Background: an optimization exercise with open tools, aiming at small area. Do not read the settings as production practice. The RTL was checked by simulation tests, not by an equivalence proof against the original design. Power figures rest on the tool's default switching activity, not on a simulated workload.

==> flow/design.v <==
module rf_aoi222 (
    input  logic a1, b1, a2, b2, a3, b3,
    output logic y
);
    assign y = ~((a1 & b1) | (a2 & b2) | (a3 & b3));
endmodule
module rf_nand2 (
    input  logic a, b,
    output logic y
);
    assign y = ~(a & b);
endmodule
module rf_nand4 (
    input  logic a, b, c, d,
    output logic y
);
    assign y = ~(a & b & c & d);
endmodule
module rf_nand3 (
    input  logic a, b, c,
    output logic y
);
    assign y = ~(a & b & c);
endmodule
module rf_rdbit (
    input  logic [31:1] sel,
    input  logic [31:1] d,
    output logic [2:0]  hi
);
    logic [10:0] lo;
    for (genvar g = 0; g < 10; g++) begin : g_aoi
        rf_aoi222 u (
            .a1(sel[3*g+1]), .b1(d[3*g+1]),
            .a2(sel[3*g+2]), .b2(d[3*g+2]),
            .a3(sel[3*g+3]), .b3(d[3*g+3]),
            .y(lo[g])
        );
    end
    rf_nand2 u_last (.a(sel[31]), .b(d[31]), .y(lo[10]));
    rf_nand4 u_h0 (.a(lo[0]), .b(lo[1]), .c(lo[2]),  .d(lo[3]), .y(hi[0]));
    rf_nand4 u_h1 (.a(lo[4]), .b(lo[5]), .c(lo[6]),  .d(lo[7]), .y(hi[1]));
    rf_nand3 u_h2 (.a(lo[8]), .b(lo[9]), .c(lo[10]), .y(hi[2]));
endmodule
module reg_file_nrw #(
    parameter int WIDTH    = 32,
    parameter int DEPTH    = 32,
    parameter int ZERO_REG = 1,
    parameter int BYPASS   = 1,
    parameter int AW       = $clog2(DEPTH)
) (
    input  logic               cl,
    input  logic               cr,
    input  logic               clr,
    input  logic               we,
    input  logic [WIDTH/8-1:0] be,
    input  logic [AW-1:0]      wa,
    input  logic [WIDTH-1:0]   wd,
    input  logic [AW-1:0]      ra1,
    input  logic [AW-1:0]      ra2,
    output logic [WIDTH-1:0]   rd1,
    output logic [WIDTH-1:0]   rd2
);
    localparam int NB = WIDTH / 8;
    logic [WIDTH-1:0] mem [1:DEPTH-1];
    logic [DEPTH-1:1] vld;
    logic             wr_ok;
    logic [WIDTH-1:0] wd_m;
    assign wr_ok = we && !clr && (wa != '0);
    always_comb begin
        for (int k = 0; k < NB; k++) begin
            wd_m[8*k +: 8] = be[k] ? wd[8*k +: 8] : 8'h00;
        end
    end
    always_ff @(posedge cl or negedge cr) begin
        if (!cr) begin
            vld <= '0;
        end else if (clr) begin
            vld <= '0;
        end else if (wr_ok) begin
            vld[wa] <= 1'b1;
        end
    end
    always_ff @(posedge cl) begin
        for (int i = 1; i < DEPTH; i++) begin
            for (int k = 0; k < NB; k++) begin
                if (wr_ok && (wa == AW'(i)) && (be[k] || !vld[i])) begin
                    mem[i][8*k +: 8] <= wd_m[8*k +: 8];
                end
            end
        end
    end
    logic [AW-1:0]    ra [2];
    logic [DEPTH-1:1] sel [2];
    logic [NB-1:0]    byp [2];
    logic [WIDTH-1:0] rd [2];
    logic [2:0]       hi [2][WIDTH];
    assign ra[0] = ra1;
    assign ra[1] = ra2;
    always_comb begin
        for (int p = 0; p < 2; p++) begin
            for (int i = 1; i < DEPTH; i++) begin
                sel[p][i] = cr && vld[i] && (ra[p] == AW'(i));
            end
            for (int k = 0; k < NB; k++) begin
                byp[p][k] = cr && wr_ok && be[k] && (ra[p] == wa);
            end
        end
    end
    for (genvar p = 0; p < 2; p++) begin : g_port
        for (genvar b = 0; b < WIDTH; b++) begin : g_bit
            logic [DEPTH-1:1] col;
            for (genvar i = 1; i < DEPTH; i++) begin : g_col
                assign col[i] = mem[i][b];
            end
            rf_rdbit u_bit (.sel(sel[p]), .d(col), .hi(hi[p][b]));
        end
    end
    always_comb begin
        for (int p = 0; p < 2; p++) begin
            for (int b = 0; b < WIDTH; b++) begin
                rd[p][b] = byp[p][b/8] ? wd[b] : (|hi[p][b]);
            end
        end
    end
    assign rd1 = rd[0];
    assign rd2 = rd[1];
endmodule
==> flow/flow/run.sh <==
#!/bin/bash
# Own layout flow: the standard flow with two changes
#  - synthesis maps the logic with flow/area.script (area-oriented ABC),
#    everything else in synth_recipe.tcl unchanged;
#  - the gate modules of the read ports (rf_aoi222, rf_nand*) are mapped
#    on their own (SYNTH_KEEP_MODULES) and flattened at the end as usual;
#  - CTS settings from flow/cts_args (no dummy loads, small buffers);
#  - input and output ports buffered with buf_1.
set -euo pipefail
W=$(pwd)
{ head -n 1 synth_recipe.tcl; cat "$W/flow/abc_override.tcl"; tail -n +2 synth_recipe.tcl; } > area_synth.tcl
sed "s#SYNTH_SCRIPT=[^ ]*#SYNTH_SCRIPT=$W/area_synth.tcl#" standard.sh > area_standard.sh
grep -q "SYNTH_SCRIPT=$W/area_synth.tcl" area_standard.sh
export AREA_ABC_SCRIPT="$W/flow/area.script"
if [[ -f "$W/flow/cts_args" ]]; then
  export CTS_ARGS="$(cat "$W/flow/cts_args")"
fi
export SYNTH_KEEP_MODULES="rf_aoi222 rf_nand2 rf_nand3 rf_nand4"
export BUFFER_PORTS_ARGS="-buffer_cell sky130_fd_sc_hd__buf_1"
bash area_standard.sh > flow_make.log 2>&1
==> flow/flow/abc_override.tcl <==
# Map the combinational logic with an area-oriented ABC script instead of
# ORFS's delay-oriented one; flip-flops are mapped before this and untouched.
proc abc {args} {
  set i [lsearch -exact $args -script]
  if { $i >= 0 } {
    set args [lreplace $args $i [expr { $i + 1 }] -script $::env(AREA_ABC_SCRIPT)]
  }
  yosys abc {*}$args
}
==> flow/flow/area.script <==
strash
&get -n
&fraig -x
&put
scorr
dc2
strash
&get -n
&dch -f
&nf
&put
==> flow/flow/cts_args <==
-sink_clustering_enable -repair_clock_nets -dont_use_dummy_load -buf_list sky130_fd_sc_hd__clkbuf_4 -sink_clustering_size 10 -sink_clustering_max_diameter 30
==> flow/standard.sh <==
#!/bin/bash
# synth_recipe.tcl (not shown) runs the flow's synth.tcl, then flattens the netlist and writes it again
# the make line also repeats each setting of config.mk as NAME=value (left out here)
make -C /OpenROAD-flow-scripts/flow DESIGN_CONFIG=/design/flow/config.mk WORK_HOME=/design/flow/orfs CLKGATE_MAP_FILE= SYNTH_SCRIPT=/design/flow/synth_recipe.tcl "${@:-finish}"
==> flow/config.mk <==
export PLATFORM = sky130hd
export DESIGN_NAME = reg_file_nrw
export DESIGN_NICKNAME = reg_file_nrw
export VERILOG_FILES = /design/flow/design.v
export SDC_FILE = /design/flow/constraint.sdc
export NUM_CORES = 4
export LEC_CHECK = 0
export CAP_MARGIN = 20
export CELL_PAD_IN_SITES_DETAIL_PLACEMENT = 1
export CELL_PAD_IN_SITES_GLOBAL_PLACEMENT = 2
export CORE_MARGIN = 2
export CORE_UTILIZATION = 50
export GPL_ROUTABILITY_DRIVEN = 1
export SLEW_MARGIN = 20
==> flow/constraint.sdc <==
create_clock -name core_clock -period 10.0 [get_ports {cl}]
set_input_delay 2.0000 -clock core_clock [delete_from_list [all_inputs] [get_ports {cl}]]
set_output_delay 2.0000 -clock core_clock [all_outputs]
set_load 0.01 [all_outputs]
==> out/results.ini, run 1 <==
[sta]
max_freq_mhz=123.0
finalCritPeriodShare_pct=81.32
hold_violations=0
grt_setup_unrepaired=no
setup_slack_ns=1.868
drv_slew=0
clock_skew_ns=0.09022
final.setup.tns_ns=0
worstMarginPinSlew_ns=1.163
fin_crit_ns=8.132
max_slew_margin_pct=22.49
setup_viol=0

[global_route]
grt_pass1_wl_um=248300
use_met1_pct=53.37
grt_max_degree=52
grtUsageMet2_pct=62.87
use_met3_pct=12.15
top_usage_layer=met2
antenna_found_initial=3
grt_overflow_total=0
grt_usage_pct=41.19
first_global_vias=33980

[die]
dieArea_um2=86110
fp.dieW_um=293.4
core_um2=83290
ios=119
die_h_um=293.4
start_util_pct=50.29
rows=106

[clock_tree]
cts_hold_buf=0
clk-insertion-delay-late_ns=1.16
cts_sinks=1023
cts_buffer_depth=3
tritoncts=built
ctsResizeCount=0
cts_made_buffers=194
htree_levels=4
cts.clk_slew.worst_paths_ns=0.06
clockRootBuffer=clkbuf_4
cts_setup_buffers=0

[final_layout]
nets=3147
multi_input_area_um2=11810
final_cells=4160
area_growth_pct=12.47
drive_gt1_share_pct=15.72
n_fill_cell=7845
seq_area_um2=30560
fin_util_pct=56.56

[yosys]
synthFlopType=edfxtp_1
synthesis.nets=2643
synth_area_leaders=edfxtp_1, a222oi_1, a21oi_1, nand4_1, dfrtp_1
synth_seq_cells=1023
synth_area_per_cell_um2=16.26
synth-seq-area-share_pct=72.97
syn-cell-area_um2=41890
yosysTopAreaCell=edfxtp_1
synth.top_cell.area_share_pct=71.11
synth.distinct_cells=39
async_reset_ff_share_pct=3.030
synth_edf_count=992
synth-warning-count=12
syn_inst=2576

[setup_path]
worst-path-max-fanout=16
timing.critical_path.mode_cell=buf_1
critPathRequiredTime_ns=8.00
slowest_delay_ns=1.07
slowest_stage=nand4_1
crit_type=in -> out
start_kind=input pin
path_cells=buf_1, clkinv_1, ha_1, a31o_1, nor2_2, nand4_1, a21oi_1, buf_1
cp.arrival_ns=6.13
cp-end-kind=output port

[placement]
port_buffers=118
place_congestion=1.017
post-place-ws_ns=2.165
dp.cells=3963
place_hpwl_um=114400

[drt]
ant_nets=0
drc=0
wl_um=180100
via_per_inst=8.180
drt-wirelength-per-cell_um=43.29
vias=34030
drt_iter0_drc=7564
first_pass_iters=14

[pwr]
p_total_uw=7268
power_per_cell_area_nw_per_um2=154.3
leakagePower_uw=0.01378
vdd_ir_drop_max_uv=117.1

[run_status]
status=finished clean

[job]
drv_cap=0

[worst_hold_path]
hold_class=reg -> reg

-- kinds of logic (layout without fill, tap and decap cells) --
| family | after synthesis | count (layout) | synth area share (%) |
|---|---|---|---|
| xor+xnor | 15 | 15 | 0.3136 |
| buf+inv | 13 | 515 | 0.1165 |
| compound gates | 869 | 869 | 18.33 |
| fa+ha+maj | 12 | 12 | 0.3584 |
| flops | 1023 | 1023 | 72.97 |
| other cells | 0 | 2 | 0 |
| simple gates | 644 | 644 | 7.918 |
-- cell usage in the layout (no fill, tap or decap), types with 32 or more instances in the layout --
cell type  synthesis  final
edfxtp_1         992    992
a222oi_1         640    640
clkbuf_4           0    196
buf_4              0    188
a21oi_1          189    157
nand4_1          149    149
buf_1              0    117
nand3_1          110    110
nand2_1          102    102
nor2_1            81     78
nor3_1           110     67
nor3_2             0     36
and2_0            33     33
a21oi_2            0     32
-- worst max-delay path, delay by kind of cell --
| kind | cells | cell delay (ns) |
|---|---|---|
| buf+inv | 3 | 1.11 |
| compound gates | 2 | 0.73 |
| simple gates | 2 | 1.84 |
| fa+ha+maj | 1 | 0.42 |
-- Yosys cell counts (all sizes together), types with 2 or more instances --
library cell	count
a21oi	189
a222oi	640
a22o	2
a31oi	10
a32o	7
and2	33
clkinv	13
dfrtp	31
edfxtp	992
ha	12
nand2	102
nand2b	9
nand3	110
nand3b	2
nand4	149
nor2	81
nor2b	2
nor3	110
nor4	26
o2bb2ai	14
or2	3
or3	8
or4	2
xnor2	8
xor2	7
-- registers in the layout (all words and copies together), names as in the netlist --
| name | cells |
|---|---|
| mem | 992 |
| vld | 31 |
-- modules after synthesis (local to each module, per instance) --
module / flip-flops and latches / times used / cells
rf_nand3: 0 / 64 / 1
rf_aoi222: 0 / 640 / 1
reg_file_nrw: 1023 / 1 / 1680
rf_nand2: 0 / 64 / 1
rf_nand4: 0 / 128 / 1
-- area by class of cell --
class	instances	area share [%]
tap	1080	2.868
inverter	13	0.1036
timing repair buffer	308	3.992
sequential	1023	64.87
clock buffer	194	3.091
antenna	2	0.01062
multi-input combinational	1540	25.06
-- path summary, 6_finish.rpt --
path                            startpoint           to  slack, ns  depth (start not counted)
worst max-delay path                 wa[0]      rd2[10]       1.87                          8
worst min-delay path               vld[14]      vld[14]       0.74                          3
worst max register to register     vld[26]  mem[26][30]       7.96                          1
worst min register to register     vld[14]      vld[14]       0.74                          3
max in group asynchronous               cr       vld[1]       7.96                          2
min in group asynchronous               cr      vld[20]       1.51                          2
-- power breakdown --
group / leakage, uW / total (uW) / switching, uW / internal, uW
Sequential: 0.00823 / 4750 / 20.1 / 4730
Clock: 0.000893 / 2290 / 1410 / 878
Combinational: 0.00465 / 232 / 190 / 42.0
Total: 0.0138 / 7270 / 1620 / 5650
-- layer usage --
metal  up-vias  routed length [um]
li1      13280                   -
met1     17130               62440
met2      3010               81140
met3       610               26270
met4         4               10200
met5         -                  21
-- stage by stage --
stage,hold WS (ns),cell area (um2)
after floorplan,0.5376,41890
final,0.7435,47110
after CTS,0.7071,47010
after detailed placement,0.6907,45560
after global placement,0.6963,45490
after global routing,0.7450,47110
==> run 2, diff against run 1 <==
--- a/flow/design.v
+++ b/flow/design.v
@@ -3,6 +3,12 @@
     output logic y
 );
     assign y = ~((a1 & b1) | (a2 & b2) | (a3 & b3));
+endmodule
+module rf_and2 (
+    input  logic a, b,
+    output logic y
+);
+    assign y = a & b;
 endmodule
 module rf_nand2 (
     input  logic a, b,
@@ -21,6 +27,12 @@
     output logic y
 );
     assign y = ~(a & b & c);
+endmodule
+module rf_o31ai (
+    input  logic a1, a2, a3, b,
+    output logic y
+);
+    assign y = ~((a1 | a2 | a3) & b);
 endmodule
 module rf_rdbit (
     input  logic [31:1] sel,
@@ -66,10 +78,8 @@
     logic             wr_ok;
     logic [WIDTH-1:0] wd_m;
     assign wr_ok = we && !clr && (wa != '0);
-    always_comb begin
-        for (int k = 0; k < NB; k++) begin
-            wd_m[8*k +: 8] = be[k] ? wd[8*k +: 8] : 8'h00;
-        end
+    for (genvar b = 0; b < WIDTH; b++) begin : g_wdm
+        rf_and2 u_wdm (.a(be[b/8]), .b(wd[b]), .y(wd_m[b]));
     end
     always_ff @(posedge cl or negedge cr) begin
         if (!cr) begin
@@ -90,6 +100,7 @@
         end
     end
     logic [AW-1:0]    ra [2];
+    logic [DEPTH-1:1] hit [2];
     logic [DEPTH-1:1] sel [2];
     logic [NB-1:0]    byp [2];
     logic [WIDTH-1:0] rd [2];
@@ -99,11 +110,16 @@
     always_comb begin
         for (int p = 0; p < 2; p++) begin
             for (int i = 1; i < DEPTH; i++) begin
-                sel[p][i] = cr && vld[i] && (ra[p] == AW'(i));
+                hit[p][i] = cr && (ra[p] == AW'(i));
             end
             for (int k = 0; k < NB; k++) begin
                 byp[p][k] = cr && wr_ok && be[k] && (ra[p] == wa);
             end
+        end
+    end
+    for (genvar p = 0; p < 2; p++) begin : g_sel
+        for (genvar i = 1; i < DEPTH; i++) begin : g_ent
+            rf_and2 u_sel (.a(hit[p][i]), .b(vld[i]), .y(sel[p][i]));
         end
     end
     for (genvar p = 0; p < 2; p++) begin : g_port
@@ -115,11 +131,15 @@
             rf_rdbit u_bit (.sel(sel[p]), .d(col), .hi(hi[p][b]));
         end
     end
-    always_comb begin
-        for (int p = 0; p < 2; p++) begin
-            for (int b = 0; b < WIDTH; b++) begin
-                rd[p][b] = byp[p][b/8] ? wd[b] : (|hi[p][b]);
-            end
+    for (genvar p = 0; p < 2; p++) begin : g_out
+        for (genvar b = 0; b < WIDTH; b++) begin : g_bit
+            logic keep_n, byp_n;
+            rf_o31ai u_keep (
+                .a1(hi[p][b][0]), .a2(hi[p][b][1]), .a3(hi[p][b][2]),
+                .b(!byp[p][b/8]), .y(keep_n)
+            );
+            rf_nand2 u_byp (.a(byp[p][b/8]), .b(wd[b]), .y(byp_n));
+            rf_nand2 u_out (.a(keep_n), .b(byp_n), .y(rd[p][b]));
         end
     end
     assign rd1 = rd[0];
==> flow/flow/run.sh (replaced) <==
#!/bin/bash
# Own layout flow: the standard flow with these changes
#  - synthesis maps the logic with flow/area.script (area-oriented ABC),
#    everything else in synth_recipe.tcl unchanged; rf_and2 gates become and2_4;
#  - the gate modules of the read ports (rf_aoi222, rf_nand*, rf_o31ai, rf_and2) are mapped
#    on their own (SYNTH_KEEP_MODULES) and flattened at the end as usual;
#  - CTS settings from flow/cts_args (no dummy loads, small buffers);
#  - input and output ports buffered with buf_1.
set -euo pipefail
W=$(pwd)
{ head -n 1 synth_recipe.tcl; cat "$W/flow/abc_override.tcl"; tail -n +2 synth_recipe.tcl; } > area_synth.tcl
sed "s#SYNTH_SCRIPT=[^ ]*#SYNTH_SCRIPT=$W/area_synth.tcl#" standard.sh > area_standard.sh
grep -q "SYNTH_SCRIPT=$W/area_synth.tcl" area_standard.sh
export AREA_ABC_SCRIPT="$W/flow/area.script"
if [[ -f "$W/flow/cts_args" ]]; then
  export CTS_ARGS="$(cat "$W/flow/cts_args")"
fi
export SYNTH_KEEP_MODULES="rf_aoi222 rf_nand2 rf_nand3 rf_nand4 rf_o31ai rf_and2"
export STRONG_AND2=sky130_fd_sc_hd__and2_4
export BUFFER_PORTS_ARGS="-buffer_cell sky130_fd_sc_hd__buf_1"
bash area_standard.sh "$@" > flow_make.log 2>&1
==> flow/flow/abc_override.tcl (replaced) <==
# Map the combinational logic with an area-oriented ABC script instead of
# ORFS's delay-oriented one; flip-flops are mapped before this and untouched.
# The rf_and2 gates drive the high-fanout nets (read selects, write data):
# give them the strong and2_4 rather than leave the resizer to buffer them.
proc abc {args} {
  set i [lsearch -exact $args -script]
  if { $i >= 0 } {
    set args [lreplace $args $i [expr { $i + 1 }] -script $::env(AREA_ABC_SCRIPT)]
  }
  yosys abc {*}$args
  foreach from { sky130_fd_sc_hd__and2_0 sky130_fd_sc_hd__and2_1 sky130_fd_sc_hd__and2_2 } {
    yosys chtype -map $from $::env(STRONG_AND2) rf_and2
  }
}
==> run 2 against run 1 <==
Still clean. Critical path type unchanged. Highest routed layer unchanged. Cell count down 1.4%. Power about the same. Final area down 1.8%. Via count down 1.3%.
==> out/results.ini, run 2 <==
[run_status]
status=finished clean  ; unchanged

[yosys]
yosys.cell_count.top_type=edfxtp_1  ; unchanged
synth_area_per_cell_um2=16.27  ; was 16.26 um2
synth-seq-area-share_pct=72.08  ; was 72.97%
synth_area_leaders=edfxtp_1, a222oi_1, nand4_1, and2_4, nand2_1  ; was edfxtp_1, a222oi_1, a21oi_1, nand4_1, dfrtp_1
synth_edf_count=992  ; unchanged
syn-cell-area_um2=42410  ; was 41890 um2
synthFlopType=edfxtp_1  ; unchanged
synth.distinct_cells=37  ; was 39
synth.top_cell.area_share_pct=70.25  ; was 71.11%
synth-warning-count=12  ; unchanged
synth_commonest_cells=edfxtp_1, a222oi_1, nand2_1  ; was edfxtp_1, a222oi_1, a21oi_1
syn_inst=2606  ; was 2576
async_reset_ff_share_pct=3.030  ; unchanged
synthesis.nets=2673  ; was 2643
yosysTopAreaCell=edfxtp_1  ; unchanged
synth_seq_cells=1023  ; unchanged

[setup_path]
start_kind=input pin  ; unchanged
crit_type=in -> out  ; unchanged
cp-end-kind=output port  ; unchanged
worst-path-max-fanout=12  ; was 16
critPathRequiredTime_ns=8.00  ; about the same
ff2ff_setup_slack_ns=7.89  ; was 7.96 ns
r2r-start=vld[31]  ; was vld[26]
reg2regPathDepth=1  ; unchanged
cp.arrival_ns=5.89  ; was 6.13 ns
r2r_end=mem[31][31]  ; was mem[26][30]

[job]
drv_cap=0  ; unchanged

[final_layout]
drive_gt1_share_pct=12.92  ; was 15.72%
area_growth_pct=9.102  ; was 12.47%
regMostFlops=mem  ; unchanged
final_cells=4101  ; was 4160
largest_reg_flops=992  ; unchanged
top_regs=mem (992), vld (31)  ; unchanged
nets=3026  ; was 3147
mostFrequentLayoutCells=edfxtp_1, a222oi_1, nand2_1  ; was edfxtp_1, a222oi_1, clkbuf_4
mostFrequentLayoutCell=edfxtp_1  ; unchanged

[clock_tree]
tritoncts=built  ; unchanged
cts_made_buffers=194  ; unchanged
cts.clk_slew.worst_paths_ns=0.05  ; was 0.06 ns
clk-insertion-delay-late_ns=1.14  ; was 1.16 ns
clockRootBuffer=clkbuf_4  ; unchanged
cts_buffer_depth=3  ; unchanged
cts_sinks=1023  ; unchanged
htree_levels=4  ; unchanged
cts_hold_buf=0  ; unchanged
cts_setup_buffers=0  ; unchanged
ctsResizeCount=0  ; unchanged

[worst_hold_path]
hold_class=reg -> reg  ; unchanged
min_to=vld[7]  ; was vld[14]
whs_path_depth=1  ; was 3
min-delay-start=vld[7]  ; was vld[14]

[pwr]
leakagePower_uw=0.01344  ; was 0.01378 uW
combPwrFrac_pct=3.0  ; was 3.2%
p_int_uw=5644  ; was 5647 uW
vdd_ir_drop_max_uv=121.5  ; was 117.1 uV
swShare_pct=22.36  ; was 22.31%
power.share.clock_pct=31.7  ; was 31.5%
seqPwrFrac_pct=65.3  ; about the same
power_per_cell_area_nw_per_um2=157.1  ; was 154.3 nW/um2
net-switching-power_uw=1625  ; was 1621 uW

[global_route]
grt_overflow_total=0  ; unchanged
grt_usage_pct=41.51  ; was 41.19%
first_global_vias=33660  ; was 33.98k
grt_pass1_wl_um=248600  ; was 248300 um
antenna_found_initial=14  ; was 3
grt_max_degree=33  ; was 52

[placement]
place_hpwl_um=108200  ; was 114400 um
place_congestion=0.9449  ; was 1.017
port_buffers=118  ; unchanged
dp.cells=3895  ; was 3963

[die]
rows=106  ; unchanged
core_um2=83820  ; was 83290 um2
die_h_um=295.2  ; was 293.4 um
dieArea_um2=87160  ; was 86110 um2
ios=119  ; unchanged
fp.dieW_um=295.2  ; was 293.4 um
start_util_pct=50.59  ; was 50.29%

[sta]
worstMarginPinSlew_ns=1.224  ; was 1.163 ns
hold_violations=0  ; unchanged
setup_viol=0  ; unchanged
max_freq_mhz=126.8  ; was 123.0 MHz
fin_crit_ns=7.888  ; was 8.132 ns
grt_setup_unrepaired=no  ; unchanged
finalCritPeriodShare_pct=78.88  ; was 81.32%
hold_ws_ns=0.8303  ; was 0.7435 ns
max_slew_margin_pct=18.43  ; was 22.49%
final.setup.tns_ns=0  ; unchanged
drv_slew=0  ; unchanged
clock_skew_ns=0.08346  ; was 0.09022 ns

[drt]
drt_iter0_drc=7486  ; was 7564
first_pass_iters=12  ; was 14
via_per_inst=8.190  ; was 8.180
drt-wirelength-per-cell_um=44.64  ; was 43.29 um
vias=33590  ; was 34.03k
wl_um=183100  ; was 180100 um
ant_nets=0  ; unchanged
drc=0  ; unchanged

-- run 2: changes by cell type after synthesis, moves of 12 or more --
| cell | change |
|---|---|
| nor3_1 | -59 |
| nand3_1 | -14 |
| and2_4 | +94 |
| clkinv_1 | +12 |
| a21oi_1 | -63 |
| and2_0 | -32 |
| nand2_1 | +109 |
| nor2_1 | -58 |
| o31ai_1 | +64 |
-- run 2: worst max path at each step --
stage | cells past startpoint | from | end | slack (ns)
floorplan | 9 | wa[0] | rd1[0] | 4.35
global placement | 11 | wa[0] | rd1[7] | 2.41
detailed placement | 11 | wa[0] | rd1[4] | 2.33
CTS | 11 | wa[0] | rd1[4] | 2.34
global route | 11 | wa[0] | rd1[16] | 2.07
finish | 11 | wa[0] | rd1[19] | 2.11
-- run 2: cell families after synthesis --
logic type	count (synthesis)	share of synthesized area, %
AO/OA/AOI/OAI	870	18.52
AND/OR/NAND/NOR	664	8.577
flip-flops	1023	72.08
XOR/XNOR	12	0.2478
buffers and inverters	25	0.2213
adder cells (fa/ha/maj)	12	0.3541
-- run 2: power by group through the flow --
stage | combinational, uW | sequential [uW] | clock [uW]
after floorplan | 104 | 4830 | 0
after global placement | 197 | 4840 | 0
after detailed placement | 206 | 4840 | 0
after CTS | 206 | 4750 | 2310
after global routing | 228 | 4750 | 2480
final | 218 | 4750 | 2300
-- run 2: layout make-up --
class / instances / area, um2
Timing Repair Buffer: 157 / 764.5
Multi-Input combinational cell: 1558 / 11940
Clock buffer: 194 / 1456
Inverter: 25 / 93.84
Tap cell: 1134 / 1419
Sequential cell: 1023 / 30560
Antenna cell: 10 / 25.02
Fill cell: 7906 / 37550
-- run 2: critical path: stages --
cell,delay (ns)
buf_1,0.52
clkinv_1,0.51
ha_1,0.45
a31o_1,0.27
nor2_1,0.60
nand3_1,0.17
or2_0,0.57
clkinv_1,0.44
nand2_1,0.11
nand2_1,0.07
buf_1,0.18
-- run 2: per-module statistics from Yosys (local to each module, per instance) --
| module | times used | flops+latches |
|---|---|---|
| reg_file_nrw | 1 | 1023 |
| rf_aoi222 | 640 | 0 |
| rf_and2 | 94 | 0 |
| rf_o31ai | 64 | 0 |
| rf_nand4 | 128 | 0 |
| rf_nand3 | 64 | 0 |
| rf_nand2 | 192 | 0 |
-- run 2: stage by stage --
step | util, % | instance area (um2) | total power (uW) | setup slack, ns
after floorplan | - | 42410 | 4934 | 4.353
after global placement | 53.12 | 44520 | 5034 | 2.407
after detailed placement | 53.23 | 44620 | 5047 | 2.328
after CTS | 54.97 | 46080 | 7262 | 2.338
after global routing | 55.18 | 46250 | 7456 | 2.075
final | 55.20 | 46270 | 7269 | 2.112
-- run 2: per-layer routing --
metal  up-vias  wire [um]  part of all wire [%]  GRT usage [%]
li1      13020          -                     -              -
met1     16940      62730                    34          53.03
met2      2979      82320                    45          63.13
met3       634      26790                    15          12.61
met4        14      11160                   6.1          23.96
met5         -         87                 0.048              0
==> run 3, diff against run 2 <==
==> flow/flow/cts_args (replaced) <==
-sink_clustering_enable -repair_clock_nets -dont_use_dummy_load -buf_list sky130_fd_sc_hd__clkbuf_4 -sink_clustering_size 9 -sink_clustering_max_diameter 50
==> run 3 against run 2 <==
Sequential power barely moved. Worst hold slack better by 0.036 ns. Via count decreased by 0.52%. Largest power group unchanged. Count of clock-buffer cells in the layout down 57. Global-route usage fell by 0.054 points. Final area decreased by 0.90%. Clock power fell by 13%. Sequential cell count stayed put. Die area unchanged. Clock skew up 0.042 ns. Area after synthesis unchanged.
==> out/results.ini, run 3 <==
[setup_path]
cp.arrival_ns=5.87  ; was 5.89 ns
worst-path-max-fanout=12  ; unchanged
path_cells=buf_1, clkinv_1, ha_1, a31o_1, nor2_1, nand3_1, nand2b_1, clkinv_1, nand2_1, nand2_1, buf_1  ; was buf_1, clkinv_1, ha_1, a31o_1, nor2_1, nand3_1, or2_0, clkinv_1, nand2_1, nand2_1, buf_1
slowest_stage=nor2_1  ; unchanged
worst-path-buf-inv=4  ; unchanged
slowest_delay_ns=0.58  ; was 0.60 ns
start_kind=input pin  ; unchanged
cp-end-kind=output port  ; unchanged
path_delay_family=buffers and inverters  ; unchanged
critPathRequiredTime_ns=8.00  ; about the same
crit_type=in -> out  ; unchanged

[final_layout]
largest_reg_flops=992  ; unchanged
drive_gt1_share_pct=11.21  ; was 12.92%
nets=2969  ; was 3026
top_regs=mem (992), vld (31)  ; unchanged
mostFrequentLayoutCells=edfxtp_1, a222oi_1, nand2_1  ; unchanged
area_growth_pct=8.117  ; was 9.102%
multi_input_area_um2=11940  ; unchanged
mostFrequentLayoutCell=edfxtp_1  ; unchanged
regMostFlops=mem  ; unchanged
seq_area_um2=30560  ; unchanged
n_fill_cell=7885  ; was 7906

[clock_tree]
cts_setup_buffers=0  ; unchanged
htree_levels=4  ; unchanged
cts_sinks=1023  ; unchanged
ctsResizeCount=0  ; unchanged
cts_made_buffers=137  ; was 194
cts.clk_slew.worst_paths_ns=0.09  ; was 0.05 ns
cts_buffer_depth=3  ; unchanged
clockRootBuffer=clkbuf_4  ; unchanged
clk-insertion-delay-late_ns=1.16  ; was 1.14 ns
cts_hold_buf=0  ; unchanged
tritoncts=built  ; unchanged

[sta]
finalCritPeriodShare_pct=78.65  ; was 78.88%
hold_violations=0  ; unchanged
grt_setup_unrepaired=no  ; unchanged
max_freq_mhz=127.1  ; was 126.8 MHz
setup_viol=0  ; unchanged
clock_skew_ns=0.1258  ; was 0.08346 ns
drv_slew=0  ; unchanged
final.setup.tns_ns=0  ; unchanged
fin_crit_ns=7.865  ; was 7.888 ns
max_slew_margin_pct=20.09  ; was 18.43%
worstMarginPinSlew_ns=1.199  ; was 1.224 ns

[global_route]
use_met3_pct=12.55  ; was 12.61%
grtUsageMet2_pct=62.49  ; was 63.13%
grt_usage_pct=41.46  ; was 41.51%
grt_max_degree=33  ; unchanged
top_usage_layer=met2  ; unchanged
grt_overflow_total=0  ; unchanged
use_met1_pct=53.05  ; was 53.03%
first_global_vias=33420  ; was 33.66k
grt_pass1_wl_um=248200  ; was 248600 um
antenna_found_initial=10  ; was 14

[pwr]
vdd_ir_drop_max_uv=117.3  ; was 121.5 uV
p_total_uw=6975  ; was 7269 uW
leakagePower_uw=0.01319  ; was 0.01344 uW
power_per_cell_area_nw_per_um2=152.1  ; was 157.1 nW/um2

[placement]
place_congestion=0.9449  ; unchanged
port_buffers=118  ; unchanged
place_hpwl_um=108200  ; unchanged

[yosys]
yosysTopAreaCell=edfxtp_1  ; unchanged
synthFlopType=edfxtp_1  ; unchanged
async_reset_ff_share_pct=3.030  ; unchanged
synth_edf_count=992  ; unchanged
synthesis.nets=2673  ; unchanged
synth_top_family_by_area=compound AO/OA/AOI/OAI gates  ; unchanged
synth.top_cell.area_share_pct=70.25  ; unchanged
synth-compound-area-share_pct=18.52  ; unchanged
synth-warning-count=12  ; unchanged
synth-simple-area-share_pct=8.577  ; unchanged
synth_commonest_cells=edfxtp_1, a222oi_1, nand2_1  ; unchanged
synth_seq_cells=1023  ; unchanged
syn-cell-area_um2=42410  ; unchanged
synth_area_leaders=edfxtp_1, a222oi_1, nand4_1, and2_4, nand2_1  ; unchanged
synth_xor_area_share_pct=0.2478  ; unchanged
syn_inst=2606  ; unchanged
synthAdderAreaFrac_pct=0.3541  ; unchanged
synth.distinct_cells=37  ; unchanged
synth_area_per_cell_um2=16.27  ; unchanged
yosys.cell_count.top_type=edfxtp_1  ; unchanged
synth-seq-area-share_pct=72.08  ; unchanged
synthMuxAreaShare_pct=0  ; unchanged

[die]
die_h_um=295.2  ; unchanged
fp.dieW_um=295.2  ; unchanged
core_um2=83820  ; unchanged
rows=106  ; unchanged
dieArea_um2=87160  ; unchanged
start_util_pct=50.59  ; unchanged
ios=119  ; unchanged

[drt]
vias=33410  ; was 33.59k
drt_iter0_drc=7662  ; was 7486
first_pass_iters=9  ; was 12
drc=0  ; unchanged
via_per_inst=8.264  ; was 8.190
wl_um=183200  ; was 183100 um
ant_nets=0  ; unchanged
drt-wirelength-per-cell_um=45.31  ; was 44.64 um

[job]
drv_cap=0  ; unchanged

[worst_hold_path]
hold_class=reg -> reg  ; unchanged

[run_status]
status=finished clean  ; unchanged

## run 3: cell count changes in the layout (fill, tap and decap cells not counted), sizes merged
cell | previous run | this run
clkbuf | 195 | 138
diode | 10 | 9
## run 3: cell type report
| cell class | count | share of cell area (%) |
|---|---|---|
| well taps | 1134 | 3.095 |
| multi-input cells | 1558 | 26.05 |
| clock buffers | 137 | 2.243 |
| diodes | 9 | 0.04912 |
| inverters | 25 | 0.2047 |
| repair buffers | 157 | 1.695 |
| flip-flops and latches | 1023 | 66.66 |
## run 3: routing by layer
layer | share of wire [%] | up-vias | wire length (um)
met5 | 0.023 | - | 42
met4 | 6.2 | 6 | 11280
met3 | 14 | 639 | 25940
met2 | 45 | 2980 | 82120
met1 | 35 | 16880 | 63810
li1 | - | 12910 | -
## run 3: per-stage QoR
step	util (%)	instances	hold slack (ns)	setup WS, ns	area (um2)
after global placement	53.12	3892	0.7857	2.407	44520
final	54.70	4043	0.8660	2.135	45850
after global routing	54.68	4036	0.8132	2.078	45830
after floorplan	-	2606	0.5546	4.353	42410
after CTS	54.46	4032	0.8042	2.339	45650
after detailed placement	53.23	3895	0.7959	2.328	44620
## run 3: path summary, 6_finish.rpt
check | from | to | depth (start not counted) | slack [ns]
min in group asynchronous | cr | vld[23] | 1 | 0.89
worst max register to register | vld[31] | mem[31][31] | 1 | 7.82
max in group asynchronous | cr | vld[5] | 2 | 8.18
worst max-delay path | wa[0] | rd2[22] | 11 | 2.13
worst min-delay path | vld[7] | vld[7] | 1 | 0.87
worst min register to register | vld[7] | vld[7] | 1 | 0.87
## run 3: cell families (layout without fill, tap and decap cells)
group	count (synthesis)	in the layout
buffers and inverters	25	319
XOR/XNOR	12	12
flip-flops	1023	1023
adder cells (fa/ha/maj)	12	12
AO/OA/AOI/OAI	870	870
AND/OR/NAND/NOR	664	664
other	0	9
## run 3: per-module statistics from Yosys, one instance, submodules excluded
| module | flip-flops and latches | cells inside | times used |
|---|---|---|---|
| rf_nand2 | 0 | 1 | 192 |
| rf_nand4 | 0 | 1 | 128 |
| rf_nand3 | 0 | 1 | 64 |
| rf_o31ai | 0 | 1 | 64 |
| reg_file_nrw | 1023 | 1424 | 1 |
| rf_and2 | 0 | 1 | 94 |
| rf_aoi222 | 0 | 1 | 640 |
## run 3: power breakdown
group / internal [uW] / leakage, uW / total [uW] / switching, uW
Combinational: 39.8 / 0.00432 / 218 / 179
Sequential: 4720 / 0.00823 / 4750 / 22.1
Clock: 631 / 0.000630 / 2010 / 1380
Total: 5390 / 0.0132 / 6980 / 1580
==> run 4, diff against run 3 <==
==> flow/flow/cts_args (replaced) <==
-sink_clustering_enable -repair_clock_nets -dont_use_dummy_load -buf_list sky130_fd_sc_hd__clkbuf_4 -sink_clustering_buffer sky130_fd_sc_hd__clkbuf_8 -sink_clustering_size 16 -sink_clustering_max_diameter 80
==> run 4 against run 3 <==
Core utilization fell by 0.097 points. Synthesized cell count did not move. Cell count fell by 1.6%. Worst hold slack got worse by 0.011 ns. Largest power group unchanged. Highest routed layer unchanged.
==> out/results.ini, run 4 <==
[yosys]
syn_inst=2606  ; unchanged
yosysTopAreaCell=edfxtp_1  ; unchanged
synth.top_cell.area_share_pct=70.25  ; unchanged
synth-seq-area-share_pct=72.08  ; unchanged
synth_area_leaders=edfxtp_1, a222oi_1, nand4_1, and2_4, nand2_1  ; unchanged
synth.distinct_cells=37  ; unchanged
synth-warning-count=12  ; unchanged
synth_area_per_cell_um2=16.27  ; unchanged
synth_edf_count=992  ; unchanged
async_reset_ff_share_pct=3.030  ; unchanged
synthFlopType=edfxtp_1  ; unchanged
synth_commonest_cells=edfxtp_1, a222oi_1, nand2_1  ; unchanged
yosys.cell_count.top_type=edfxtp_1  ; unchanged
synthesis.nets=2673  ; unchanged
synth_seq_cells=1023  ; unchanged
syn-cell-area_um2=42410  ; unchanged

[setup_path]
cp.arrival_ns=5.86  ; was 5.87 ns
start_kind=input pin  ; unchanged
critPathRequiredTime_ns=8.00  ; about the same
cp-end-kind=output port  ; unchanged
ff2ff_setup_slack_ns=7.87  ; was 7.82 ns
crit_type=in -> out  ; unchanged
worst-path-max-fanout=12  ; unchanged
reg2regPathDepth=1  ; unchanged
r2r-start=vld[29]  ; was vld[31]
crit_path_start=wa[0]  ; unchanged

[placement]
placed_area_um2=44620  ; unchanged
place_hpwl_um=108200  ; unchanged
port_buffers=118  ; unchanged
place_congestion=0.9449  ; unchanged

[sta]
final.setup.tns_ns=0  ; unchanged
drv_slew=0  ; unchanged
setup_viol=0  ; unchanged
max_freq_mhz=127.2  ; was 127.1 MHz
hold_ws_ns=0.8545  ; was 0.8660 ns
grt_setup_unrepaired=no  ; unchanged
worstMarginPinSlew_ns=1.209  ; was 1.199 ns
hold_violations=0  ; unchanged
max_slew_margin_pct=19.37  ; was 20.09%
clock_skew_ns=0.06450  ; was 0.1258 ns
finalCritPeriodShare_pct=78.60  ; was 78.65%
fin_crit_ns=7.860  ; was 7.865 ns

[job]
drv_cap=0  ; unchanged

[run_status]
status=finished clean  ; unchanged

[die]
rows=106  ; unchanged
fp.dieW_um=295.2  ; unchanged
dieArea_um2=87160  ; unchanged
ios=119  ; unchanged
die_h_um=295.2  ; unchanged
start_util_pct=50.59  ; unchanged
core_um2=83820  ; unchanged

[pwr]
power_per_cell_area_nw_per_um2=150.8  ; was 152.1 nW/um2
net-switching-power_uw=1522  ; was 1582 uW
leakagePower_uw=0.01306  ; was 0.01319 uW
seqPwrFrac_pct=68.8  ; was 68.0%
swShare_pct=22.06  ; was 22.68%
vdd_ir_drop_max_uv=119.0  ; was 117.3 uV
p_int_uw=5379  ; was 5393 uW
combPwrFrac_pct=3.2  ; was 3.1%
power.share.clock_pct=28.1  ; was 28.8%

[final_layout]
top_regs=mem (992), vld (31)  ; unchanged
mostFrequentLayoutCells=edfxtp_1, a222oi_1, nand2_1  ; unchanged
regMostFlops=mem  ; unchanged
area_growth_pct=7.925  ; was 8.117%
mostFrequentLayoutCell=edfxtp_1  ; unchanged
largest_reg_flops=992  ; unchanged
final_area_um2=45770  ; was 45850 um2
nets=2906  ; was 2969
drive_gt1_share_pct=9.235  ; was 11.21%

[global_route]
grt_overflow_total=0  ; unchanged
grt_pass1_wl_um=246700  ; was 248200 um
grt_usage_pct=41.06  ; was 41.46%
grt_max_degree=33  ; unchanged
antenna_found_initial=10  ; unchanged
first_global_vias=32880  ; was 33.42k

[clock_tree]
clockRootBuffer=clkbuf_4  ; unchanged
cts_made_buffers=74  ; was 137
clk-insertion-delay-late_ns=0.97  ; was 1.16 ns
ctsResizeCount=0  ; unchanged
cts_sinks=1023  ; unchanged
htree_levels=3  ; was 4
cts.clk_slew.worst_paths_ns=0.11  ; was 0.09 ns
tritoncts=built  ; unchanged
cts_setup_buffers=0  ; unchanged
cts_hold_buf=0  ; unchanged
cts_buffer_depth=3  ; unchanged

[drt]
drc=0  ; unchanged
drt-wirelength-per-cell_um=45.85  ; was 45.31 um
first_pass_iters=13  ; was 9
wl_um=182400  ; was 183200 um
via_per_inst=8.336  ; was 8.264
vias=33170  ; was 33.41k
drt_iter0_drc=8114  ; was 7662
ant_nets=0  ; unchanged

[worst_hold_path]
min-delay-start=vld[5]  ; was vld[7]
hold_class=reg -> reg  ; unchanged
whs_path_depth=1  ; unchanged

-- run 4: modules after synthesis (local to each module, per instance) --
| module | cell area [um2] | times used |
|---|---|---|
| reg_file_nrw | 32850 | 1 |
| rf_aoi222 | 10.01 | 640 |
| rf_and2 | 8.758 | 94 |
| rf_o31ai | 7.507 | 64 |
| rf_nand4 | 6.256 | 128 |
| rf_nand3 | 5.005 | 64 |
| rf_nand2 | 3.754 | 192 |
-- run 4: routing by layer --
layer | vias to the layer above | global-route usage, % | share of wire (%)
li1 | 12700 | - | -
met1 | 16960 | 52.93 | 35
met2 | 2928 | 62.70 | 45
met3 | 569 | 11.21 | 14
met4 | 8 | 24.07 | 6.1
met5 | - | 0 | 0.071
-- run 4: cell type report --
| class | instances | area, um2 |
|---|---|---|
| fillers | 7853 | 38050 |
| flip-flops and latches | 1023 | 30560 |
| multi-input cells | 1558 | 11940 |
| well taps | 1134 | 1419 |
| clock buffers | 74 | 962.2 |
| repair buffers | 157 | 764.5 |
| inverters | 25 | 93.84 |
| diodes | 8 | 20.02 |
-- run 4: worst paths after layout --
kind / to
min in group asynchronous: vld[23]
setup reg to reg: mem[29][6]
setup / recovery: rd2[22]
hold reg to reg: vld[5]
hold / removal: vld[5]
max in group asynchronous: vld[5]
-- run 4: critical path, cell delays in order --
cell      delay [ns]
buf_1           0.52
clkinv_1        0.50
ha_1            0.45
a31o_1          0.27
nor2_1          0.58
nand3_1         0.18
nand2b_1        0.49
clkinv_1        0.47
nand2_1         0.11
nand2_1         0.09
buf_1           0.18
-- run 4: power by group through the flow --
stage	sequential (uW)	combinational, uW	clock [uW]
detailed placement	4840	206	0
global placement	4840	197	0
floorplan	4830	104	0
global route	4750	228	2060
finish	4750	218	1940
CTS	4740	206	1930
-- run 4: cells by family (layout without fill, tap and decap cells) --
kind of cell             after synthesis  in the layout  share of synthesized area [%]
AO/OA/AOI/OAI                        870            870                          18.52
AND/OR/NAND/NOR                      664            664                          8.577
adder cells (fa/ha/maj)               12             12                         0.3541
other                                  0              8                              0
XOR/XNOR                              12             12                         0.2478
buffers and inverters                 25            256                         0.2213
flip-flops                          1023           1023                          72.08
-- run 4: per-stage QoR --
stage	setup slack [ns]	util [%]	power (uW)	cells
6_report	2.140	54.60	6901	3979
5_1_grt	2.098	54.58	7036	3973
4_1_cts	2.338	54.38	6880	3969
3_5_place_dp	2.328	53.23	5047	3895
3_3_place_gp	2.407	53.12	5034	3892
2_1_floorplan	4.353	-	4934	2606
==> run 5, diff against run 4 <==
--- a/flow/config.mk
+++ b/flow/config.mk
@@ -9,6 +9,6 @@
 export CELL_PAD_IN_SITES_DETAIL_PLACEMENT = 1
 export CELL_PAD_IN_SITES_GLOBAL_PLACEMENT = 2
 export CORE_MARGIN = 2
-export CORE_UTILIZATION = 50
+export CORE_UTILIZATION = 60
 export GPL_ROUTABILITY_DRIVEN = 1
 export SLEW_MARGIN = 20
==> run 5 against run 4 <==
Synthesized cell count did not move. Worst setup slack got worse by 0.048 ns. Die area fell by 16%. Area after synthesis did not move. Non-clock buffer count fell by 8. Largest cell class unchanged. Combinational power barely moved. Power fell by 0.36%.
==> out/results.ini, run 5 <==
[setup_path]
worst-path-max-fanout=12  ; unchanged
cp.arrival_ns=5.91  ; was 5.86 ns
slowest_stage=nor2_1  ; unchanged
start_kind=input pin  ; unchanged
slowest_delay_ns=0.67  ; was 0.58 ns
path_cells=buf_1, clkinv_1, ha_1, a31o_1, nor2_1, nand3_1, or2_0, clkinv_1, nand2_1, nand2_1, buf_1  ; was buf_1, clkinv_1, ha_1, a31o_1, nor2_1, nand3_1, nand2b_1, clkinv_1, nand2_1, nand2_1, buf_1
crit_type=in -> out  ; unchanged
critPathRequiredTime_ns=8.00  ; about the same
reg2regPathDepth=1  ; unchanged
cp-end-kind=output port  ; unchanged

[drt]
drt-wirelength-per-cell_um=47.16  ; was 45.85 um
ant_nets=0  ; unchanged
vias=34290  ; was 33.17k
via_per_inst=9.066  ; was 8.336
drt_iter0_drc=10060  ; was 8114
first_pass_iters=12  ; was 13
wl_um=178300  ; was 182400 um
drc=0  ; unchanged

[yosys]
synth_edf_count=992  ; unchanged
synth-seq-area-share_pct=72.08  ; unchanged
synth_area_leaders=edfxtp_1, a222oi_1, nand4_1, and2_4, nand2_1  ; unchanged
async_reset_ff_share_pct=3.030  ; unchanged
synthFlopType=edfxtp_1  ; unchanged
synth-warning-count=12  ; unchanged
synth_area_per_cell_um2=16.27  ; unchanged
yosysTopAreaCell=edfxtp_1  ; unchanged
synth_seq_cells=1023  ; unchanged
synth_commonest_cells=edfxtp_1, a222oi_1, nand2_1  ; unchanged
synth.distinct_cells=37  ; unchanged
syn-cell-area_um2=42410  ; unchanged
syn_inst=2606  ; unchanged
synth.top_cell.area_share_pct=70.25  ; unchanged
synthesis.nets=2673  ; unchanged
yosys.cell_count.top_type=edfxtp_1  ; unchanged

[final_layout]
final_cells=3782  ; was 3979
nets=2898  ; was 2906
drive_gt1_share_pct=9.014  ; was 9.235%
mostFrequentLayoutCells=edfxtp_1, a222oi_1, nand2_1  ; unchanged
final_area_um2=45480  ; was 45770 um2
regMostFlops=mem  ; unchanged
area_growth_pct=7.258  ; was 7.925%
largest_reg_flops=992  ; unchanged
top_regs=mem (992), vld (31)  ; unchanged
mostFrequentLayoutCell=edfxtp_1  ; unchanged

[sta]
clock_skew_ns=0.1193  ; was 0.06450 ns
finalCritPeriodShare_pct=79.08  ; was 78.60%
setup_viol=0  ; unchanged
worstMarginPinSlew_ns=1.309  ; was 1.209 ns
max_freq_mhz=126.5  ; was 127.2 MHz
hold_ws_ns=0.8383  ; was 0.8545 ns
max_slew_margin_pct=12.75  ; was 19.37%
hold_violations=0  ; unchanged
grt_setup_unrepaired=no  ; unchanged
final.setup.tns_ns=0  ; unchanged
fin_crit_ns=7.908  ; was 7.860 ns
drv_slew=0  ; unchanged

[pwr]
leakagePower_uw=0.01301  ; was 0.01306 uW
p_total_uw=6877  ; was 6901 uW
vdd_ir_drop_max_uv=136.6  ; was 119.0 uV
power_per_cell_area_nw_per_um2=151.2  ; was 150.8 nW/um2

[placement]
port_buffers=118  ; unchanged
dp.cells=3689  ; was 3895
place_congestion=1.037  ; was 0.9449
placed_area_um2=44290  ; was 44620 um2
place_hpwl_um=106200  ; was 108200 um

[clock_tree]
cts_buffer_depth=3  ; unchanged
cts_sinks=1023  ; unchanged
ctsResizeCount=0  ; unchanged
tritoncts=built  ; unchanged
cts.clk_slew.worst_paths_ns=0.11  ; about the same
cts_hold_buf=0  ; unchanged
clockRootBuffer=clkbuf_4  ; unchanged
clk-insertion-delay-late_ns=1.00  ; was 0.97 ns
cts_made_buffers=74  ; unchanged
cts_setup_buffers=0  ; unchanged
htree_levels=3  ; unchanged

[global_route]
first_global_vias=34540  ; was 32.88k
grt_pass1_wl_um=246000  ; was 246700 um
grt_overflow_total=0  ; unchanged
antenna_found_initial=11  ; was 10
grt_max_degree=35  ; was 33
grt_usage_pct=48.00  ; was 41.06%

[die]
fp.dieW_um=269.9  ; was 295.2 um
core_um2=70030  ; was 83820 um2
rows=97  ; was 106
die_h_um=269.9  ; was 295.2 um
ios=119  ; unchanged
dieArea_um2=72820  ; was 87160 um2
start_util_pct=60.55  ; was 50.59%

[worst_hold_path]
whs_path_depth=1  ; unchanged
hold_class=reg -> reg  ; unchanged

[job]
drv_cap=0  ; unchanged

[run_status]
status=finished clean  ; unchanged

run 5: cell type report:
class	instances	area [um2]
Timing Repair Buffer	149	708.2
Inverter	25	93.84
Antenna cell	13	32.53
Fill cell	6245	24540
Clock buffer	74	962.2
Multi-Input combinational cell	1558	11950
Tap cell	940	1176
Sequential cell	1023	30560
run 5: cell families (layout without fill, tap and decap cells):
family,count (synthesis),after routing,synth area share (%)
AO/OA/AOI/OAI,870,870,18.52
XOR/XNOR,12,12,0.2478
adder cells (fa/ha/maj),12,12,0.3541
buffers and inverters,25,248,0.2213
flip-flops,1023,1023,72.08
other,0,13,0
AND/OR/NAND/NOR,664,664,8.577
run 5: power breakdown:
| part | switching, uW | leakage, uW | internal [uW] |
|---|---|---|---|
| logic | 179 | 0.00427 | 38.9 |
| clock network | 1290 | 0.000509 | 619 |
| registers | 22.9 | 0.00823 | 4720 |
| total | 1500 | 0.0130 | 5380 |
run 5: modules after synthesis, one instance, submodules excluded:
module / flip-flops and latches / area (um2) / copies in the design / cells
rf_nand4: 0 / 6.256 / 128 / 1
rf_o31ai: 0 / 7.507 / 64 / 1
reg_file_nrw: 1023 / 32850 / 1 / 1424
rf_aoi222: 0 / 10.01 / 640 / 1
rf_nand2: 0 / 3.754 / 192 / 1
rf_nand3: 0 / 5.005 / 64 / 1
rf_and2: 0 / 8.758 / 94 / 1
run 5: worst paths after layout:
check / start / to / slack (ns)
worst max-delay path: wa[0] / rd1[7] / 2.09
worst min-delay path: vld[5] / vld[5] / 0.84
worst max register to register: vld[28] / mem[28][6] / 7.83
worst min register to register: vld[5] / vld[5] / 0.84
max in group asynchronous: cr / vld[3] / 8.15
min in group asynchronous: cr / vld[10] / 1.39
run 5: per-stage QoR:
stage,utilization [%],worst slack [ns]
after floorplan,-,4.353
after global placement,63.13,2.667
after detailed placement,63.24,2.487
after CTS,64.62,2.432
after global routing,64.92,2.027
final,64.95,2.092
run 5: layer usage:
| metal | vias up | wire length [um] | global-route usage, % |
|---|---|---|---|
| met5 | - | 114 | 0.7895 |
| met4 | 12 | 14530 | 34.02 |
| met3 | 889 | 31070 | 17.63 |
| met2 | 3855 | 76710 | 69.09 |
| met1 | 16840 | 55920 | 60.43 |
| li1 | 12690 | - | - |
run 5: critical path, delay by kind of cell:
kind | cells | cell delay, ns
compound gates | 1 | 0.28
simple gates | 5 | 1.61
fa+ha+maj | 1 | 0.44
buf+inv | 4 | 1.56

-- static timing again, ports no longer ideal --
The results above use ideal ports. As a check the final layouts listed here were re-extracted and re-timed, cells and wires unchanged.
Step 1 (the two cells are an assumption about what drives the block):
set clk [get_ports {cl}]
set_driving_cell -lib_cell sky130_fd_sc_hd__clkbuf_16 $clk
set_driving_cell -lib_cell sky130_fd_sc_hd__buf_2 [delete_from_list [all_inputs] $clk]
Step 2, shift: input delay + t, output delay - t, t = (earliest + latest rising clock arrival at the registers) / 2. This alone moves slack from input paths to output paths.
Three values: ideal, step 1, step 2; two values: the first two.
run | t, ns | slack for setup (ns) | hold WS [ns] | worst setup path after step 2 | worst data-port slew with drivers (ns)
run 1 | 1.166 | 1.868 / 1.840 / 1.840 | 0.743 / 0.743 / 0.743 | input to output | 0.05
run 2 | 1.175 | 2.112 / 1.960 / 1.960 | 0.830 / 0.830 / 0.830 | input to output | 0.15
run 3 | 1.160 | 2.135 / 1.984 / 1.984 | 0.866 / 0.856 / 0.866 | input to output | 0.15
run 4 | 0.996 | 2.140 / 2.001 / 2.001 | 0.855 / 0.855 / 0.855 | input to output | 0.14
run 5 | 0.996 | 2.092 / 1.983 / 1.983 | 0.838 / 0.838 / 0.838 | input to output | 0.14
After both steps every run listed still meets setup and hold. For run 2, which loses most, drivers alone change the setup slack by -0.152 ns; drivers and shift together by -0.152 ns.
